Context: an optimization exercise on an open-source flow, tuned for a short achievable clock period and few clock cycles per item. The choices shown serve that exercise and are no tape-out recipe.
The RTL was checked by simulation tests, not by an equivalence proof against the original design.
Power and IR drop assume default switching activity.

==> run R <==
// alu_arbiter
module alu_arbiter
#(
    parameter int MUL_LAT = 4
) (
    input  logic        clk_i,
    input  logic        rst_i,
    input  logic        req0_valid_i,
    output logic        req0_ready_o,
    input  logic [31:0] req0_data1_i,
    input  logic [31:0] req0_data2_i,
    input  logic [2:0]  req0_ctrl_i,
    input  logic        req1_valid_i,
    output logic        req1_ready_o,
    input  logic [31:0] req1_data1_i,
    input  logic [31:0] req1_data2_i,
    input  logic [2:0]  req1_ctrl_i,
    output logic        resp_valid_o,
    input  logic        resp_ready_i,
    output logic        resp_id_o,
    output logic [31:0] resp_data_o,
    output logic        resp_zero_o
);
export LEC_CHECK = 0
export ABC_AREA = 0
export ABC_CLOCK_PERIOD_IN_PS = 3500
export CAP_MARGIN = 20
export CORE_MARGIN = 2
export CORE_UTILIZATION = 25
export SETUP_SLACK_MARGIN = 5
export SLEW_MARGIN = 20
create_clock -name core_clock -period 9.0 [get_ports {clk_i}]
standard.sh (not shown) runs the stock make flow with config.mk's settings and CLKGATE_MAP_FILE= SYNTH_SCRIPT=/design/flow/synth_recipe.tcl, a recipe that flattens the netlist after the stock synthesis.
==> flow/flow/run.sh <==
#!/bin/bash
set -euo pipefail
sed -e 's/SETUP_SLACK_MARGIN=[0-9.]*/SETUP_SLACK_MARGIN=5.4/' standard.sh > my_standard.sh
bash my_standard.sh > standard.log 2>&1
==> run A: changes against run R <==
--- a/flow/design.v
+++ b/flow/design.v
@@ -9,17 +9,13 @@
     endfunction
 endpackage
 module alu_arbiter_alu
 (
     input  logic        clk_i,
-    input  logic [31:0] req0_data1_i,
-    input  logic [31:0] req0_data2_i,
-    input  logic [2:0]  req0_ctrl_i,
-    input  logic [31:0] req1_data1_i,
-    input  logic [31:0] req1_data2_i,
-    input  logic [2:0]  req1_ctrl_i,
-    input  logic        sel1_q_i,     
+    input  logic [31:0] data1_i,
+    input  logic [31:0] data2_i,
+    input  logic [2:0]  ALUCtrl_i,
     output logic [31:0] data_o,
     output logic        Zero_o
 );
     function automatic logic [31:0] csa_s(input logic [31:0] x, input logic [31:0] y,
                                           input logic [31:0] z);
@@ -27,75 +23,59 @@
     endfunction
     function automatic logic [31:0] csa_c(input logic [31:0] x, input logic [31:0] y,
                                           input logic [31:0] z);
         csa_c = ((x & y) | (x & z) | (y & z)) << 1;
     endfunction
-    logic [31:0] a_in [2];
-    logic [31:0] b_in [2];
-    logic [2:0]  c_in [2];
-    logic [31:0] sa_row [2][15];
-    logic [31:0] sa_x [2];
-    logic [31:0] sa_y [2];
-    logic        sa_cin [2];
-    logic        sa_mul [2];
-    assign a_in[0] = req0_data1_i;
-    assign b_in[0] = req0_data2_i;
-    assign c_in[0] = req0_ctrl_i;
-    assign a_in[1] = req1_data1_i;
-    assign b_in[1] = req1_data2_i;
-    assign c_in[1] = req1_ctrl_i;
-    for (genvar r = 0; r < 2; r++) begin : g_sa
-        logic [31:0] pp [32];
-        logic [31:0] l1 [22];
-        logic [31:0] l2 [15];
-        logic [31:0] x_d, y_d;
-        logic        cin_d, mul_d;
-        always_comb begin
-            for (int i = 0; i < 32; i++)
-                pp[i] = (a_in[r] << i) & {32{b_in[r][i]}};
-            for (int k = 0; k < 10; k++) begin
-                l1[2*k]   = csa_s(pp[3*k], pp[3*k+1], pp[3*k+2]);
-                l1[2*k+1] = csa_c(pp[3*k], pp[3*k+1], pp[3*k+2]);
-            end
-            l1[20] = pp[30];
-            l1[21] = pp[31];
-            for (int k = 0; k < 7; k++) begin
-                l2[2*k]   = csa_s(l1[3*k], l1[3*k+1], l1[3*k+2]);
-                l2[2*k+1] = csa_c(l1[3*k], l1[3*k+1], l1[3*k+2]);
-            end
-            l2[14] = l1[21];
-            cin_d = 1'b0;
-            mul_d = 1'b0;
-            case (c_in[r])
-                alu_pkg::ALU_AND: begin x_d = a_in[r] & b_in[r]; y_d = 32'd0; end
-                alu_pkg::ALU_OR:  begin x_d = a_in[r] | b_in[r]; y_d = 32'd0; end
-                alu_pkg::ALU_ADD: begin x_d = a_in[r];           y_d = b_in[r]; end
-                alu_pkg::ALU_SUB: begin x_d = a_in[r];           y_d = ~b_in[r]; cin_d = 1'b1; end
-                alu_pkg::ALU_MUL: begin x_d = 32'd0;             y_d = 32'd0; mul_d = 1'b1; end
-                default:          begin x_d = 32'd0;             y_d = 32'd0; end
-            endcase
-        end
-        always_ff @(posedge clk_i) begin
-            for (int i = 0; i < 15; i++) sa_row[r][i] <= l2[i];
-            sa_x[r]   <= x_d;
-            sa_y[r]   <= y_d;
-            sa_cin[r] <= cin_d;
-            sa_mul[r] <= mul_d;
-        end
-    end
-    logic [31:0] rs [15];
+    logic [31:0] pp [32];
+    logic [31:0] l1 [22];
+    logic [31:0] l2 [15];
+    logic [31:0] x_d, y_d;
+    logic        cin_d, mul_d;
+    always_comb begin
+        for (int i = 0; i < 32; i++)
+            pp[i] = (data1_i << i) & {32{data2_i[i]}};
+        for (int k = 0; k < 10; k++) begin
+            l1[2*k]   = csa_s(pp[3*k], pp[3*k+1], pp[3*k+2]);
+            l1[2*k+1] = csa_c(pp[3*k], pp[3*k+1], pp[3*k+2]);
+        end
+        l1[20] = pp[30];
+        l1[21] = pp[31];
+        for (int k = 0; k < 7; k++) begin
+            l2[2*k]   = csa_s(l1[3*k], l1[3*k+1], l1[3*k+2]);
+            l2[2*k+1] = csa_c(l1[3*k], l1[3*k+1], l1[3*k+2]);
+        end
+        l2[14] = l1[21];
+        cin_d = 1'b0;
+        mul_d = 1'b0;
+        case (ALUCtrl_i)
+            alu_pkg::ALU_AND: begin x_d = data1_i & data2_i; y_d = 32'd0; end
+            alu_pkg::ALU_OR:  begin x_d = data1_i | data2_i; y_d = 32'd0; end
+            alu_pkg::ALU_ADD: begin x_d = data1_i;           y_d = data2_i; end
+            alu_pkg::ALU_SUB: begin x_d = data1_i;           y_d = ~data2_i; cin_d = 1'b1; end
+            alu_pkg::ALU_MUL: begin x_d = 32'd0;             y_d = 32'd0; mul_d = 1'b1; end
+            default:          begin x_d = 32'd0;             y_d = 32'd0; end
+        endcase
+    end
+    logic [31:0] sa_row [15];
+    logic [31:0] sa_x, sa_y;
+    logic        sa_cin, sa_mul;
+    always_ff @(posedge clk_i) begin
+        for (int i = 0; i < 15; i++) sa_row[i] <= l2[i];
+        sa_x   <= x_d;
+        sa_y   <= y_d;
+        sa_cin <= cin_d;
+        sa_mul <= mul_d;
+    end
     logic [31:0] l3 [10];
     logic [31:0] l4 [7];
     logic [31:0] l5 [5];
     logic [31:0] l6 [4];
     logic [31:0] rowb_d [4];
-    logic        cinb_d;
-    always_comb begin
-        for (int i = 0; i < 15; i++) rs[i] = sel1_q_i ? sa_row[1][i] : sa_row[0][i];
+    always_comb begin
         for (int k = 0; k < 5; k++) begin
-            l3[2*k]   = csa_s(rs[3*k], rs[3*k+1], rs[3*k+2]);
-            l3[2*k+1] = csa_c(rs[3*k], rs[3*k+1], rs[3*k+2]);
+            l3[2*k]   = csa_s(sa_row[3*k], sa_row[3*k+1], sa_row[3*k+2]);
+            l3[2*k+1] = csa_c(sa_row[3*k], sa_row[3*k+1], sa_row[3*k+2]);
         end
         for (int k = 0; k < 3; k++) begin
             l4[2*k]   = csa_s(l3[3*k], l3[3*k+1], l3[3*k+2]);
             l4[2*k+1] = csa_c(l3[3*k], l3[3*k+1], l3[3*k+2]);
         end
@@ -107,25 +87,24 @@
         l5[4] = l4[6];
         l6[0] = csa_s(l5[0], l5[1], l5[2]);
         l6[1] = csa_c(l5[0], l5[1], l5[2]);
         l6[2] = l5[3];
         l6[3] = l5[4];
-        cinb_d = sel1_q_i ? sa_cin[1] : sa_cin[0];
-        if (sel1_q_i ? sa_mul[1] : sa_mul[0]) begin
+        if (sa_mul) begin
             for (int i = 0; i < 4; i++) rowb_d[i] = l6[i];
         end else begin
-            rowb_d[0] = sel1_q_i ? sa_x[1] : sa_x[0];
-            rowb_d[1] = sel1_q_i ? sa_y[1] : sa_y[0];
+            rowb_d[0] = sa_x;
+            rowb_d[1] = sa_y;
             rowb_d[2] = 32'd0;
             rowb_d[3] = 32'd0;
         end
     end
     logic [31:0] sb_row [4];
     logic        sb_cin;
     always_ff @(posedge clk_i) begin
         for (int i = 0; i < 4; i++) sb_row[i] <= rowb_d[i];
-        sb_cin <= cinb_d;
+        sb_cin <= sa_cin;
     end
     logic [31:0] l7 [3];
     logic [31:0] x_s, y_s;
     logic [32:0] sum_s;
     always_comb begin
@@ -204,20 +183,16 @@
         end
     end
     logic [31:0] alu_data_s;
     logic        alu_zero_s;
     alu_arbiter_alu u_alu (
-        .clk_i        (clk_i),
-        .req0_data1_i (req0_data1_i),
-        .req0_data2_i (req0_data2_i),
-        .req0_ctrl_i  (req0_ctrl_i),
-        .req1_data1_i (req1_data1_i),
-        .req1_data2_i (req1_data2_i),
-        .req1_ctrl_i  (req1_ctrl_i),
-        .sel1_q_i     (sa_id),
-        .data_o       (alu_data_s),
-        .Zero_o       (alu_zero_s)
+        .clk_i     (clk_i),
+        .data1_i   (sel1_s ? req1_data1_i : req0_data1_i),
+        .data2_i   (sel1_s ? req1_data2_i : req0_data2_i),
+        .ALUCtrl_i (sel1_s ? req1_ctrl_i  : req0_ctrl_i),
+        .data_o    (alu_data_s),
+        .Zero_o    (alu_zero_s)
     );
     logic        resp_valid_q;
     logic        resp_id_q;
     logic [31:0] resp_data_q;
     logic        resp_zero_q;
==> flow/run.sh (new file) <==
#!/bin/bash
# synth_recipe.tcl (not shown) runs the flow's synth.tcl, then flattens the netlist and writes it again
# the make line also repeats each setting of config.mk as NAME=value (left out here)
make -C /OpenROAD-flow-scripts/flow DESIGN_CONFIG=/design/flow/config.mk WORK_HOME=/design/flow/orfs CLKGATE_MAP_FILE= SYNTH_SCRIPT=/design/flow/synth_recipe.tcl finish
- CORE_UTILIZATION: 25 -> 40
removed: flow/flow/run.sh
removed: flow/standard.sh
==> run_results.csv <==
group,metric,value,unit
final_layout,top_register,"u_alu.sa_row",
sta,whs,0.351,ns
logic_synthesis,synthMuxAreaShare,8.41,%
final_layout,layout-drive-gt1-share,14.6,%
run_status,outcome,"no timing/DRC/antenna violations",
place,place_ws,4.17,ns
grt,met2_usage,25.7,%
critical_path,r2r-end,"u_alu.sb_row[0][23]$_DFF_P_",
clocking,cts_buffers,109,
logic_synthesis,synthAdderAreaFrac,28.3,%
floorplan,start_util,25.1,%
final_layout,seq_share,33.8,%
power,peakVddDrop,0.177,mV
final_layout,n_all_buffers,349,
final_layout,nonClkBufAreaFrac,5.28,%
floorplan,die_h,488,um
logic_synthesis,synth_compound_area_share,3.05,%
logic_synthesis,synthSimpleGateAreaFrac,11.8,%
final_layout,final_nets,6039,
place,dp_hpwl,119000,um
[end of results for run R]
==> run_results.csv <==
group,metric,value,unit
logic_synthesis,synthSimpleGateAreaFrac,8.22,%
critical_path,r2r-end,"fifo_q[0][31]$_DFFE_PP_",
final_layout,seq_share,36.6,%
logic_synthesis,synthMuxAreaShare,9.04,%
final_layout,layout-drive-gt1-share,14.9,%
final_layout,final_nets,4217,
power,peakVddDrop,0.313,mV
final_layout,n_all_buffers,266,
logic_synthesis,synth_compound_area_share,4.56,%
clocking,cts_buffers,79,
logic_synthesis,synthAdderAreaFrac,26.4,%
place,dp_hpwl,73500,um
run_status,outcome,"no timing/DRC/antenna violations",
final_layout,nonClkBufAreaFrac,6.12,%
floorplan,die_h,320,um
[end of results for run A]
Testbench counts of run R, summed over its fixed seeds: cycles 2,584, items 2,560.
Testbench counts of run A, summed over its fixed seeds: cycles 2,584, items 2,560.

-- what the ideal ports hide --
The flow's constraints put no driver on any port. The routed layouts listed below were extracted and timed again, unchanged, in two steps. Step 1 sets driving cells, clkbuf_16 on the clock port and buf_2 on the other inputs (assumed; they add their load-dependent delay and slew). Step 2 also shifts input and output timing later by t, the mid clock arrival at the registers, as if the neighbouring blocks saw the same clock. a / b / c = no drivers / after step 1 / after step 2; a / b = the first two.
run	shift t [ns]	slack for setup (ns)	slew at the worst register clock pin (ns)
run R	0.805	5.041 / 4.997 / 4.611	0.07 / 0.07
run A	0.707	5.018 / 4.988 / 4.420	0.06 / 0.06
After both steps setup and hold are still met in every run listed. For run A, which loses most, drivers alone change the setup slack by -0.030 ns; drivers and shift together by -0.598 ns.
